From an optimization exercise on the open Yosys and OpenROAD flow, aimed at small area and a short achievable clock period; shortcuts taken in it are not production practice.
Function was checked by simulation only, so behaviour that the tests miss may differ from the original.
No activity file was given, so power comes from the tool's default toggle rates.

== run A ==
==> flow/design.v <==
module data_mem_inv (
    input  logic a,
    output logic y
);
    assign y = ~a;
endmodule
module data_mem_nor2 (
    input  logic a,
    input  logic b,
    output logic y
);
    assign y = ~(a | b);
endmodule
module data_mem_wen (
    input  logic sel,
    input  logic all,
    input  logic lane,
    output logic en_n
);
    assign en_n = ~((sel | all) & lane);
endmodule
module data_mem_nand3 (
    input  logic [2:0] a,
    output logic       y
);
    assign y = ~&a;
endmodule
module data_mem_nand4 (
    input  logic [3:0] a,
    output logic       y
);
    assign y = ~&a;
endmodule
module data_mem_slice3 (
    input  logic [2:0] en_na,
    input  logic [2:0] en_nb,
    input  logic       w_n,
    input  logic [2:0] q,
    input  logic [2:0] sel,
    output logic [2:0] y,
    output logic       r_n
);
    assign y   = (en_na & q) | (~en_nb & {3{~w_n}});
    assign r_n = ~(|(sel & q));
endmodule
module data_mem_slice4 (
    input  logic [3:0] en_na,
    input  logic [3:0] en_nb,
    input  logic       w_n,
    input  logic [3:0] q,
    input  logic [3:0] sel,
    output logic [3:0] y,
    output logic       r3_n,
    output logic       r1_n
);
    assign y    = (en_na & q) | (~en_nb & {4{~w_n}});
    assign r3_n = ~(|(sel[2:0] & q[2:0]));
    assign r1_n = ~(sel[3] & q[3]);
endmodule
module data_mem_ctrl #(
    parameter int DATA_W = 32,
    parameter int DEPTH  = 64
) (
    input  logic                clk,
    input  logic                rst_n,
    input  logic                req,
    input  logic                we,
    input  logic [31:0]         addr,
    input  logic [DATA_W-1:0]   wdata,
    input  logic [DATA_W/8-1:0] be,
    output logic                ready,
    output logic                rvalid,
    output logic [DATA_W-1:0]   rdata,
    output logic                err
);
    localparam int BW    = DATA_W / 8;
    localparam int AW    = $clog2(DEPTH);
    localparam int NG    = 20;               
    logic [AW:0]         cnt_q;
    logic                clearing;
    logic                ready_q;
    always_ff @(posedge clk or negedge rst_n) begin
        if (!rst_n) begin
            cnt_q   <= '0;
            ready_q <= 1'b0;
        end else begin
            if (!cnt_q[AW]) begin
                cnt_q <= cnt_q + 1'b1;
            end
            ready_q <= ready_q | (&cnt_q[AW-1:0]);
        end
    end
    assign ready    = ready_q;
    assign clearing = ~cnt_q[AW];
    logic                acc;
    logic                oor;
    assign acc = req & cnt_q[AW];
    assign oor = |addr[31:AW+2];
    logic [7:0]          plo_n;
    logic [7:0]          phi_n;
    logic [DEPTH-1:0]    dec;
    logic [5:0]          a_n;
    for (genvar i = 0; i < 6; i++) begin : g_ainv
        data_mem_inv u_i (.a(addr[2+i]), .y(a_n[i]));
    end
    for (genvar v = 0; v < 8; v++) begin : g_pdec
        data_mem_nand3 u_lo (
            .a({v[2] ? addr[4] : a_n[2], v[1] ? addr[3] : a_n[1], v[0] ? addr[2] : a_n[0]}),
            .y(plo_n[v])
        );
        data_mem_nand3 u_hi (
            .a({v[2] ? addr[7] : a_n[5], v[1] ? addr[6] : a_n[4], v[0] ? addr[5] : a_n[3]}),
            .y(phi_n[v])
        );
    end
    for (genvar r = 0; r < DEPTH; r++) begin : g_dec
        data_mem_nor2 u_n (.a(plo_n[r%8]), .b(phi_n[r/8]), .y(dec[r]));
    end
    logic [BW-1:0]       lane_en;
    logic [DATA_W-1:0]   wcol_n;
    logic [BW-1:0]       en_n [DEPTH];
    assign lane_en = ({BW{acc & we & ~oor}} & be) | {BW{clearing}};
    assign wcol_n  = ~(wdata & {DATA_W{cnt_q[AW]}});
    for (genvar r = 0; r < DEPTH; r++) begin : g_en
        for (genvar l = 0; l < BW; l++) begin : g_lane
            data_mem_wen u_n (.sel(dec[r]), .all(clearing), .lane(lane_en[l]), .en_n(en_n[r][l]));
        end
    end
    logic [DATA_W-1:0]   mem_q [DEPTH];
    logic [DATA_W-1:0]   mem_d [DEPTH];
    logic [DATA_W-1:0]   rword;
    for (genvar b = 0; b < DATA_W; b++) begin : g_bit
        localparam int L = b / 8;
        logic [NG+1:0] g_n;
        logic [5:0]    x;
        logic [2:0]    z;
        for (genvar g = 0; g < NG; g++) begin : g_grp
            logic [2:0] en3_n;
            logic [2:0] q3;
            logic [2:0] y3;
            assign en3_n = {en_n[3*g+2][L], en_n[3*g+1][L], en_n[3*g][L]};
            assign q3    = {mem_q[3*g+2][b], mem_q[3*g+1][b], mem_q[3*g][b]};
            data_mem_slice3 u_s (
                .en_na(en3_n),
                .en_nb(en3_n),
                .w_n  (wcol_n[b]),
                .q    (q3),
                .sel  (dec[3*g +: 3]),
                .y    (y3),
                .r_n  (g_n[g])
            );
            assign mem_d[3*g][b]   = y3[0];
            assign mem_d[3*g+1][b] = y3[1];
            assign mem_d[3*g+2][b] = y3[2];
        end
        begin : g_last
            logic [3:0] en4_n;
            logic [3:0] q4;
            logic [3:0] y4;
            assign en4_n = {en_n[3*NG+3][L], en_n[3*NG+2][L], en_n[3*NG+1][L], en_n[3*NG][L]};
            assign q4    = {mem_q[3*NG+3][b], mem_q[3*NG+2][b], mem_q[3*NG+1][b], mem_q[3*NG][b]};
            data_mem_slice4 u_s (
                .en_na(en4_n),
                .en_nb(en4_n),
                .w_n  (wcol_n[b]),
                .q    (q4),
                .sel  (dec[3*NG +: 4]),
                .y    (y4),
                .r3_n (g_n[NG]),
                .r1_n (g_n[NG+1])
            );
            assign mem_d[3*NG][b]   = y4[0];
            assign mem_d[3*NG+1][b] = y4[1];
            assign mem_d[3*NG+2][b] = y4[2];
            assign mem_d[3*NG+3][b] = y4[3];
        end
        data_mem_nand4 u_x0 (.a(g_n[3:0]),   .y(x[0]));
        data_mem_nand4 u_x1 (.a(g_n[7:4]),   .y(x[1]));
        data_mem_nand4 u_x2 (.a(g_n[11:8]),  .y(x[2]));
        data_mem_nand4 u_x3 (.a(g_n[15:12]), .y(x[3]));
        data_mem_nand3 u_x4 (.a(g_n[18:16]), .y(x[4]));
        data_mem_nand3 u_x5 (.a(g_n[21:19]), .y(x[5]));
        data_mem_nor2  u_z0 (.a(x[0]), .b(x[1]), .y(z[0]));
        data_mem_nor2  u_z1 (.a(x[2]), .b(x[3]), .y(z[1]));
        data_mem_nor2  u_z2 (.a(x[4]), .b(x[5]), .y(z[2]));
        data_mem_nand3 u_r  (.a(z), .y(rword[b]));
    end
    always_ff @(posedge clk) begin
        for (int r = 0; r < DEPTH; r++) begin
            mem_q[r] <= mem_d[r];
        end
    end
    logic                rd_acc;
    logic                rvalid_q;
    logic [DATA_W-1:0]   rdata_q;
    logic                err_q;
    assign rd_acc = acc & ~we;
    always_ff @(posedge clk or negedge rst_n) begin
        if (!rst_n) begin
            rvalid_q <= 1'b0;
            rdata_q  <= '0;
            err_q    <= 1'b0;
        end else begin
            rvalid_q <= rd_acc;
            err_q    <= acc & oor;
            if (rd_acc) begin
                rdata_q <= rword & {DATA_W{~oor}};
            end
        end
    end
    assign rvalid = rvalid_q;
    assign rdata  = rdata_q;
    assign err    = err_q;
endmodule
export LEC_CHECK = 0
export CAP_MARGIN = 20
export CORE_MARGIN = 2
export CORE_UTILIZATION = 55
export CTS_CLUSTER_DIAMETER = 80
export CTS_CLUSTER_SIZE = 24
export SETUP_SLACK_MARGIN = 1.2
export SLEW_MARGIN = 20
export SYNTH_HIERARCHICAL = 1
export SYNTH_MINIMUM_KEEP_SIZE = 0
export TNS_END_PERCENT = 10
create_clock -name core_clock -period 3.5 [get_ports {clk}]
standard.sh (not shown) runs the stock make flow with config.mk's settings and CLKGATE_MAP_FILE= SYNTH_SCRIPT=/design/flow/synth_recipe.tcl, a recipe that flattens the netlist after the stock synthesis.
==> flow/flow/run.sh <==
#!/bin/bash
# The standard layout, with the port buffers made of plain buffers (instead of the delay
# cells buffer_ports picks by default) and timing repair free to resize across footprints.
set -euo pipefail
bash standard.sh \
  BUFFER_PORTS_ARGS="-buffer_cell sky130_fd_sc_hd__buf_4" \
  MATCH_CELL_FOOTPRINT=0 \
  finish > standard_flow.log 2>&1
Run A completed every stage of the flow, and the final layout passed the timing, DRC and antenna checks.
Edits applied to the flow inputs when going from run A to run B:
-- flow/design.v --
<<< run A, line 80
    logic                clearing;
    logic                ready_q;
    always_ff @(posedge clk or negedge rst_n) begin
        if (!rst_n) begin
            cnt_q   <= '0;
            ready_q <= 1'b0;
        end else begin
            if (!cnt_q[AW]) begin
>>> run B, line 80
    logic                clearing;
    logic                ready_q;
    localparam int NCLR = 2 * BW;
    logic [NCLR-1:0]     clr_q;
    always_ff @(posedge clk or negedge rst_n) begin
        if (!rst_n) begin
            cnt_q   <= '0;
            ready_q <= 1'b0;
            clr_q   <= '1;
        end else begin
            if (!cnt_q[AW]) begin
<<< run A, line 89
            end
            ready_q <= ready_q | (&cnt_q[AW-1:0]);
        end
    end
>>> run B, line 92
            end
            ready_q <= ready_q | (&cnt_q[AW-1:0]);
            for (int k = 0; k < NCLR; k++) begin
                clr_q[k] <= clr_q[k] & ~(&cnt_q[AW-1:0]);
            end
        end
    end
<<< run A, line 124
    for (genvar r = 0; r < DEPTH; r++) begin : g_en
        for (genvar l = 0; l < BW; l++) begin : g_lane
            data_mem_wen u_n (.sel(dec[r]), .all(clearing), .lane(lane_en[l]), .en_n(en_n[r][l]));
        end
    end
>>> run B, line 130
    for (genvar r = 0; r < DEPTH; r++) begin : g_en
        for (genvar l = 0; l < BW; l++) begin : g_lane
            data_mem_wen u_n (
                .sel (dec[r]),
                .all (clr_q[2*l + r/(DEPTH/2)]),
                .lane(lane_en[l]),
                .en_n(en_n[r][l])
            );
        end
    end
--- outcome ---
- As far as relative contribution of combinational cells to total power is concerned, run B and run A perform about the same.
- Looking at number of buffers and inverters on the critical path, run B sits 4 lower than run A does.
- The cell type of the slowest stage on the worst timing path comes out a222oi_1 in one run and dfrtp_4 in the other, namely in run A and run B respectively.
- Power: run A vs run B, no meaningful difference
- Placed instance area (run B vs. run A) increases slightly
- The xor and xnor area share after synthesis on run B is in line with that on run A.


Setup of build 20:
data_mem_ctrl, a different RTL version from the one above (not shown whole).
Size: roughly 5700 cells after synthesis, roughly 2100 flip-flops, ~110 I/O pins.
==> module data_mem_ctrl, before the edit <==
module data_mem_ctrl #(
    parameter int DATA_W = 32,
    parameter int DEPTH  = 64
) (
    input  logic                clk,
    input  logic                rst_n,
    input  logic                req,
    input  logic                we,
    input  logic [31:0]         addr,
    input  logic [DATA_W-1:0]   wdata,
    input  logic [DATA_W/8-1:0] be,
    output logic                ready,
    output logic                rvalid,
    output logic [DATA_W-1:0]   rdata,
    output logic                err
);
    localparam int BW    = DATA_W / 8;
    localparam int AW    = $clog2(DEPTH);
    localparam int NG    = 20;               
    logic [AW:0]         cnt_q;
    logic                clearing;
    logic                ready_q;
    localparam int NCLR = 2 * BW;
    logic [NCLR-1:0]     clr_q;
    always_ff @(posedge clk or negedge rst_n) begin
        if (!rst_n) begin
            cnt_q   <= '0;
            ready_q <= 1'b0;
            clr_q   <= '1;
        end else begin
            if (!cnt_q[AW]) begin
                cnt_q <= cnt_q + 1'b1;
            end
            ready_q <= ready_q | (&cnt_q[AW-1:0]);
            for (int k = 0; k < NCLR; k++) begin
                clr_q[k] <= clr_q[k] & ~(&cnt_q[AW-1:0]);
            end
        end
    end
    assign ready    = ready_q;
    assign clearing = ~cnt_q[AW];
    logic                acc;
    logic                oor;
    assign acc = req & cnt_q[AW];
    assign oor = |addr[31:AW+2];
    logic [7:0]          plo_n;
    logic [7:0]          phi_n;
    logic [DEPTH-1:0]    dec [2];
    logic [5:0]          a_n;
    for (genvar i = 0; i < 6; i++) begin : g_ainv
        data_mem_inv u_i (.a(addr[2+i]), .y(a_n[i]));
    end
    for (genvar v = 0; v < 8; v++) begin : g_pdec
        data_mem_nand3 u_lo (
            .a({v[2] ? addr[4] : a_n[2], v[1] ? addr[3] : a_n[1], v[0] ? addr[2] : a_n[0]}),
            .y(plo_n[v])
        );
        data_mem_nand3 u_hi (
            .a({v[2] ? addr[7] : a_n[5], v[1] ? addr[6] : a_n[4], v[0] ? addr[5] : a_n[3]}),
            .y(phi_n[v])
        );
    end
    for (genvar r = 0; r < DEPTH; r++) begin : g_dec
        data_mem_nor2 u_n0 (.a(plo_n[r%8]), .b(phi_n[r/8]), .y(dec[0][r]));
        data_mem_nor2 u_n1 (.a(plo_n[r%8]), .b(phi_n[r/8]), .y(dec[1][r]));
    end
    logic [BW-1:0]       lane_en;
    logic [BW-1:0]       en_n [DEPTH];
    assign lane_en = ({BW{acc & we & ~oor}} & be) | {BW{clearing}};
    logic [DATA_W-1:0]   wcol_n [2];
    for (genvar b = 0; b < DATA_W; b++) begin : g_wcol
        for (genvar h = 0; h < 2; h++) begin : g_half
            data_mem_wgate u_g (.d(wdata[b]), .clr(clr_q[2*(b/8) + h]), .w_n(wcol_n[h][b]));
        end
    end
    for (genvar r = 0; r < DEPTH; r++) begin : g_en
        for (genvar l = 0; l < BW; l++) begin : g_lane
            data_mem_wen u_n (
                .sel (dec[l/2][r]),
                .all (clr_q[2*l + r/(DEPTH/2)]),
                .lane(lane_en[l]),
                .en_n(en_n[r][l])
            );
        end
    end
    logic [DATA_W-1:0]   mem_q [DEPTH];
    logic [DATA_W-1:0]   mem_d [DEPTH];
    logic                rd_acc;
    logic                ld_n;
    logic [DATA_W-1:0]   hq_n;
    logic                rvalid_q;
    logic [DATA_W-1:0]   rdata_q;
    logic [DATA_W-1:0]   rdata_d;
    logic                err_q;
    assign rd_acc = acc & ~we;
    assign ld_n   = ~(rd_acc & ~oor);
    assign hq_n   = ~(rdata_q & {DATA_W{~rd_acc}});
    for (genvar b = 0; b < DATA_W; b++) begin : g_bit
        localparam int L = b / 8;
        logic [NG+1:0] g_n;
        logic [5:0]    x;
        logic [1:0]    z;
        for (genvar g = 0; g < NG; g++) begin : g_grp
            logic [2:0] en3_n;
            logic [2:0] q3;
            logic [2:0] y3;
            assign en3_n = {en_n[3*g+2][L], en_n[3*g+1][L], en_n[3*g][L]};
            assign q3    = {mem_q[3*g+2][b], mem_q[3*g+1][b], mem_q[3*g][b]};
            data_mem_slice3 u_s (
                .en_na(en3_n),
                .en_nb(en3_n),
                .w_n  (wcol_n[g >= NG/2][b]),
                .q    (q3),
                .sel  (dec[b/16][3*g +: 3]),
                .y    (y3),
                .r_n  (g_n[g])
            );
            assign mem_d[3*g][b]   = y3[0];
            assign mem_d[3*g+1][b] = y3[1];
            assign mem_d[3*g+2][b] = y3[2];
        end
        begin : g_last
            logic [3:0] en4_n;
            logic [3:0] q4;
            logic [3:0] y4;
            assign en4_n = {en_n[3*NG+3][L], en_n[3*NG+2][L], en_n[3*NG+1][L], en_n[3*NG][L]};
            assign q4    = {mem_q[3*NG+3][b], mem_q[3*NG+2][b], mem_q[3*NG+1][b], mem_q[3*NG][b]};
            data_mem_slice4 u_s (
                .en_na(en4_n),
                .en_nb(en4_n),
                .w_n  (wcol_n[1][b]),
                .q    (q4),
                .sel  (dec[b/16][3*NG +: 4]),
                .y    (y4),
                .r3_n (g_n[NG]),
                .r1_n (g_n[NG+1])
            );
            assign mem_d[3*NG][b]   = y4[0];
            assign mem_d[3*NG+1][b] = y4[1];
            assign mem_d[3*NG+2][b] = y4[2];
            assign mem_d[3*NG+3][b] = y4[3];
        end
        data_mem_nand4 u_x0 (.a(g_n[3:0]),   .y(x[0]));
        data_mem_nand4 u_x1 (.a(g_n[7:4]),   .y(x[1]));
        data_mem_nand4 u_x2 (.a(g_n[11:8]),  .y(x[2]));
        data_mem_nand4 u_x3 (.a(g_n[15:12]), .y(x[3]));
        data_mem_nand3 u_x4 (.a(g_n[18:16]), .y(x[4]));
        data_mem_nand3 u_x5 (.a(g_n[21:19]), .y(x[5]));
        data_mem_nor3  u_z0 (.a(x[2:0]), .y(z[0]));
        data_mem_nor3  u_z1 (.a(x[5:3]), .y(z[1]));
        data_mem_rfin  u_f (
            .z0   (z[0]),
            .z1   (z[1]),
            .ld_n (ld_n),
            .hq_na(hq_n[b]),
            .hq_nb(hq_n[b]),
            .y    (rdata_d[b])
        );
    end
    always_ff @(posedge clk) begin
        for (int r = 0; r < DEPTH; r++) begin
            mem_q[r] <= mem_d[r];
        end
    end
    always_ff @(posedge clk or negedge rst_n) begin
        if (!rst_n) begin
            rvalid_q <= 1'b0;
            rdata_q  <= '0;
            err_q    <= 1'b0;
        end else begin
            rvalid_q <= rd_acc;
            err_q    <= acc & oor;
            rdata_q  <= rdata_d;
        end
    end
    assign rvalid = rvalid_q;
    assign rdata  = rdata_q;
    assign err    = err_q;
endmodule
clock: 3.5 ns
lec_check: 0
cap_margin: 20
core_margin: 2
core_utilization: 65
cts_cluster_diameter: 90
cts_cluster_size: 30
setup_slack_margin: 1.2
slew_margin: 20
synth_hierarchical: 1
synth_minimum_keep_size: 0
tns_end_percent: 10
==> flow/flow/run.sh <==
#!/bin/bash
# The standard layout, with the port buffers made of plain buffers (instead of the delay
# cells buffer_ports picks by default) and timing repair free to resize across footprints.
set -euo pipefail
bash standard.sh \
  BUFFER_PORTS_ARGS="-buffer_cell sky130_fd_sc_hd__buf_2" \
  MATCH_CELL_FOOTPRINT=0 \
  finish > standard_flow.log 2>&1
Build 20: full flow OK, the timing, DRC and antenna checks passed
--- input diff build 20..build 35 ---
--- a/flow/design.v
+++ b/flow/design.v
@@ -24,8 +24,16 @@
     input  logic clr,
     output logic w_n
 );
     assign w_n = ~(d & ~clr);
+endmodule
+module data_mem_lane (
+    input  logic wr,
+    input  logic be,
+    input  logic clr,
+    output logic en
+);
+    assign en = (wr & be) | clr;
 endmodule
 module data_mem_nor3 (
     input  logic [2:0] a,
     output logic       y
@@ -99,9 +107,8 @@
     localparam int BW    = DATA_W / 8;
     localparam int AW    = $clog2(DEPTH);
     localparam int NG    = 20;               
     logic [AW:0]         cnt_q;
-    logic                clearing;
     logic                ready_q;
     localparam int NCLR = 2 * BW;
     logic [NCLR-1:0]     clr_q;
     always_ff @(posedge clk or negedge rst_n) begin
@@ -119,9 +126,8 @@
             end
         end
     end
     assign ready    = ready_q;
-    assign clearing = ~cnt_q[AW];
     logic                acc;
     logic                oor;
     assign acc = req & cnt_q[AW];
     assign oor = |addr[31:AW+2];
@@ -145,11 +151,17 @@
     for (genvar r = 0; r < DEPTH; r++) begin : g_dec
         data_mem_nor2 u_n0 (.a(plo_n[r%8]), .b(phi_n[r/8]), .y(dec[0][r]));
         data_mem_nor2 u_n1 (.a(plo_n[r%8]), .b(phi_n[r/8]), .y(dec[1][r]));
     end
-    logic [BW-1:0]       lane_en;
+    logic [BW-1:0]       lane_en [2];
+    logic                wr_ok;
     logic [BW-1:0]       en_n [DEPTH];
-    assign lane_en = ({BW{acc & we & ~oor}} & be) | {BW{clearing}};
+    assign wr_ok = acc & we & ~oor;
+    for (genvar h = 0; h < 2; h++) begin : g_lhalf
+        for (genvar l = 0; l < BW; l++) begin : g_lane
+            data_mem_lane u_l (.wr(wr_ok), .be(be[l]), .clr(clr_q[2*l + h]), .en(lane_en[h][l]));
+        end
+    end
     logic [DATA_W-1:0]   wcol_n [2];
     for (genvar b = 0; b < DATA_W; b++) begin : g_wcol
         for (genvar h = 0; h < 2; h++) begin : g_half
             data_mem_wgate u_g (.d(wdata[b]), .clr(clr_q[2*(b/8) + h]), .w_n(wcol_n[h][b]));
@@ -159,9 +171,9 @@
         for (genvar l = 0; l < BW; l++) begin : g_lane
             data_mem_wen u_n (
                 .sel (dec[l/2][r]),
                 .all (clr_q[2*l + r/(DEPTH/2)]),
-                .lane(lane_en[l]),
+                .lane(lane_en[r/(DEPTH/2)][l]),
                 .en_n(en_n[r][l])
             );
         end
     end
- Build 35 vs build 20, maximum net fanout on the critical path went up by 9.
- Re maximum frequency from static timing analysis: build 35 is 2.1% up on build 20.
- Final core area utilization, build 35 and build 20, lower one = build 20.
- Build 20 reports its path class of the lowest-slack min-delay path as input pin to flip-flop while build 35 reports input pin to asynchronous set/reset pin.
- In the reports for build 35 and build 20, the smaller non-clock buffer contribution to total cell area belongs to build 20.
- Build 35 -> build 20: post-synthesis compound-gate area fraction flat
- Reported for build 35 and build 20, number of flops mapped to enable cells by yosys turned out identical to the last digit.
- Taking build 35 as 1.0, build 20 lands at 1.15 on maximum resistive drop on vdd.
- On first-iteration DRC count: between build 35 and build 20, it ends up higher for build 35.
- When build 35 is measured against build 20, its part of the total power dissipated in combinational logic turns out 8.8 points lower.
- Looking at clock network fraction of total power, build 35 sits 8.0 points above build 20.
- Going from build 20 to build 35, the worst setup slack for register-to-register paths was found to have gone up by 0.10 ns.
- The run showing the smaller data arrival time of the critical path is build 35.

[static timing again, ports no longer ideal]
No port has a modelled driver above. Below, the same layouts with a new extraction and two added sets of constraints. Step 1, drivers: a clkbuf_16 drives clk and a buf_2 each remaining input, both assumed. Step 2 also shifts input and output timing later by t, the mid clock arrival at the registers, as if the neighbouring blocks saw the same clock. a / b / c = ideal ports / drivers / drivers and shift; a / b = the first two.
run | shift t [ns] | setup slack, ns | worst hold slack (ns) | worst slew at a driven data input, ns | pins driven straight from the clock port
run A | 0.832 | 0.809 / 0.764 / -0.068 | 0.210 / 0.147 / 0.467 | 0.17 | 1
run B | 0.826 | 1.007 / 0.991 / 0.166 | 0.038 / -0.021 / 0.468 | 0.18 | 1
build 20 | 0.770 | 1.027 / 1.046 / 0.277 | 0.323 / 0.266 / 0.469 | 0.09 | 1
build 35 | 0.784 | 1.078 / 1.067 / 0.282 | 0.140 / 0.090 / 0.469 | 0.08 | 1
With both steps, setup timing fails in run A, where it was met with ideal ports. For run A, which loses most, drivers alone change the setup slack by -0.045 ns; drivers and shift together by -0.877 ns.
